From an optimization exercise on the open Yosys and OpenROAD flow, aimed at small area, a short achievable clock period and few clock cycles per item; shortcuts taken in it are not production practice. The RTL was checked by simulation tests, not by an equivalence proof against the original design. Power and IR drop assume default switching activity.

==> flow/design.v (excerpt) <==
module pipelineTop (
  input  logic               Clk,
  input  logic               rstN,
  input  logic               instrValid,
  input  logic [31:0]        instr,
  output logic               instrCredit,
  output logic               wbValid,
  output logic [36:0]        wbResult    
);
Settings: LEC_CHECK=0, CAP_MARGIN=20, CORE_MARGIN=2, CORE_UTILIZATION=40, PLACE_DENSITY=0.55, SETUP_SLACK_MARGIN=4.0, SLEW_MARGIN=20, TNS_END_PERCENT=100; clock period 7.0 ns.
standard.sh (not shown) runs the stock make flow with config.mk's settings and CLKGATE_MAP_FILE= SYNTH_SCRIPT=/design/flow/synth_recipe.tcl, a recipe that flattens the netlist after the stock synthesis.
==> flow/flow/run.sh <==
#!/bin/bash
# The standard layout (the standard.sh, all ORFS steps to finish), with two
# synthesis changes that leave the registers as the standard synthesis makes
# them:
#  - ADDER_MAP_FILE is left empty, so Yosys does not cut adders into full/half
#    adder cells before ABC;
#  - ABC maps with flow/abc_map.script (strash; dch; map; buffer; upsize;
#    dnsize) through flow/synth.tcl, which wraps synth_recipe.tcl.
# and two layout changes: the resizer may swap a cell for one of another
# footprint (MATCH_CELL_FOOTPRINT=0), and the port buffers that global
# placement adds are buf_4 cells (BUFFER_PORTS_ARGS) rather than delay cells.
# make's full output goes to make_finish.log; each ORFS step keeps its own log
# under orfs/logs/.
set -euo pipefail
here=$(pwd)
export FLOW_FLOW_DIR="$here/flow"
export FLOW_SYNTH_TCL="$here/synth_recipe.tcl"
bash standard.sh ADDER_MAP_FILE= SYNTH_SCRIPT="$here/flow/synth.tcl" \
  MATCH_CELL_FOOTPRINT=0 "BUFFER_PORTS_ARGS=-buffer_cell sky130_fd_sc_hd__buf_4" \
  finish > make_finish.log 2>&1
==> flow/flow/abc_map.script <==
strash
dch
map
buffer
upsize
dnsize
==> flow/flow/synth.tcl <==
# The standard flow's synthesis script (synth_recipe.tcl, ORFS's synthesis with Yosys's fsm
# and share passes off, then flatten and rename), with one change: ABC maps
# the combinational logic with a delay-driven script (flow/abc_map.script)
# instead of ORFS's abc_speed.script. Registers are untouched.
proc abc {args} {
  set new {}
  set skip 0
  foreach a $args {
    if {$skip} { set skip 0; continue }
    if {$a eq "-script"} { set skip 1; continue }
    lappend new $a
  }
  yosys abc -script $::env(FLOW_FLOW_DIR)/abc_map.script {*}$new
}
source $::env(FLOW_SYNTH_TCL)
The first run passed the timing, DRC and antenna checks.
Testbench counts at the start, summed over its fixed seeds: cycles 16,274, instrs 16,000.
Change:
==> flow/flow/run.sh (replaced) <==
#!/bin/bash
# The standard layout (the standard.sh, all ORFS steps to finish), with two
# synthesis changes that leave the registers as the standard synthesis makes
# them:
#  - ADDER_MAP_FILE is left empty, so Yosys does not cut adders into full/half
#    adder cells before ABC;
#  - ABC maps with flow/abc_map.script (strash; dch; map; buffer; upsize;
#    dnsize) through flow/synth.tcl, which wraps synth_recipe.tcl.
# make's full output goes to make_finish.log; each ORFS step keeps its own log
# under orfs/logs/.
set -euo pipefail
here=$(pwd)
export FLOW_FLOW_DIR="$here/flow"
export FLOW_SYNTH_TCL="$here/synth_recipe.tcl"
bash standard.sh ADDER_MAP_FILE= SYNTH_SCRIPT="$here/flow/synth.tcl" finish > make_finish.log 2>&1
Effect:
- cell area came out lower by 0.73%
- worst setup slack is better by 0.23 ns
- combinational power decreases by about 2%
- routed wire length is lower by 1.0%
- non-clock buffer count falls by 126
- sequential power stays flat

* * *

Setup of job 101:
pipelineTop, a different RTL version from the one above (not shown whole).
For scale: roughly 11000 cells after synthesis, ~3600 flip-flops, ~140000 um^2 of cells after synthesis.
==> flow/design.v (excerpt) <==
module pipelineTop (
  input  logic               Clk,
  input  logic               rstN,
  input  logic               instrValid,
  input  logic [31:0]        instr,
  output logic               instrCredit,
  output logic               wbValid,
  output logic [36:0]        wbResult    
);
clock: 7.0 ns
lec_check: 0
cap_margin: 20
core_margin: 2
core_utilization: 30
place_density: 0.5
setup_slack_margin: 4.0
slew_margin: 20
tns_end_percent: 100
==> flow/flow/run.sh <==
#!/bin/bash
# The standard layout (the standard.sh, all ORFS steps to finish), with two
# synthesis changes that leave the registers as the standard synthesis makes
# them:
#  - ADDER_MAP_FILE is left empty, so Yosys does not cut adders into full/half
#    adder cells before ABC;
#  - ABC maps with flow/abc_map.script (strash; dch; map; buffer; upsize;
#    dnsize) through flow/synth.tcl, which wraps synth_recipe.tcl.
# and two layout changes: the resizer may swap a cell for one of another
# footprint (MATCH_CELL_FOOTPRINT=0), and the port buffers that global
# placement adds are buf_4 cells (BUFFER_PORTS_ARGS) rather than delay cells.
# make's full output goes to make_finish.log; each ORFS step keeps its own log
# under orfs/logs/.
set -euo pipefail
here=$(pwd)
export FLOW_FLOW_DIR="$here/flow"
export FLOW_SYNTH_TCL="$here/synth_recipe.tcl"
bash standard.sh ADDER_MAP_FILE= SYNTH_SCRIPT="$here/flow/synth.tcl" \
  MATCH_CELL_FOOTPRINT=0 "BUFFER_PORTS_ARGS=-buffer_cell sky130_fd_sc_hd__buf_4" \
  finish > make_finish.log 2>&1
Scripts as last shown in full above: flow/flow/abc_map.script, flow/flow/synth.tcl
Testbench counts of job 101, summed over its fixed seeds: cycles 16,274, instrs 16,000.
Relative to job 101, the following input files were edited for job 102:
diff --git a/flow/config.mk b/flow/config.mk
--- a/flow/config.mk
+++ b/flow/config.mk
@@ -10,2 +10,2 @@
-export CORE_UTILIZATION = 30
-export PLACE_DENSITY = 0.5
+export CORE_UTILIZATION = 40
+export PLACE_DENSITY = 0.55
Results
Taking job 101 as the reference, in job 102 number of port buffers neither gained nor lost much; wire length has increased; number of tap cells inserted shows a reduction of 1627; total global routing track utilization rose by 9.4 points.
Net switching fraction of the power, job 101 and job 102: larger value in job 102
Post-route cell area across job 101 and job 102: no real change.

## what the ideal ports hide
The results above use ideal ports. As a check the final layouts listed here were re-extracted and re-timed, cells and wires unchanged. Step 1 sets driving cells, clkbuf_16 on the clock port and buf_2 on the other inputs (assumed; they add their load-dependent delay and slew). Step 2 moves the port delays by t, midway between the first and last clock arrival at a register: inputs arrive t later, outputs are due t later. That takes back most of the time a late clock gives input paths. Slacks: ideal / step 1 / step 2; pairs: ideal / step 1.
run	shift t [ns]	slack for setup (ns)	worst setup path at the end	clock arrival spread, ns	pins driven straight from the clock port
the first run of note 1	1.107	3.411 / 3.411 / 3.411	register to register	0.083 / 0.083	1
the second run of note 1	1.096	3.643 / 3.643 / 3.624	input to register	0.079 / 0.079	1
job 101	1.097	3.705 / 3.698 / 3.705	register to register	0.106 / 0.106	1
job 102	1.082	3.568 / 3.568 / 3.568	register to register	0.162 / 0.162	1
After both steps setup and hold are still met in every run listed. For the second run of note 1, which loses most, drivers alone change the setup slack by 0.000 ns; drivers and shift together by -0.019 ns.
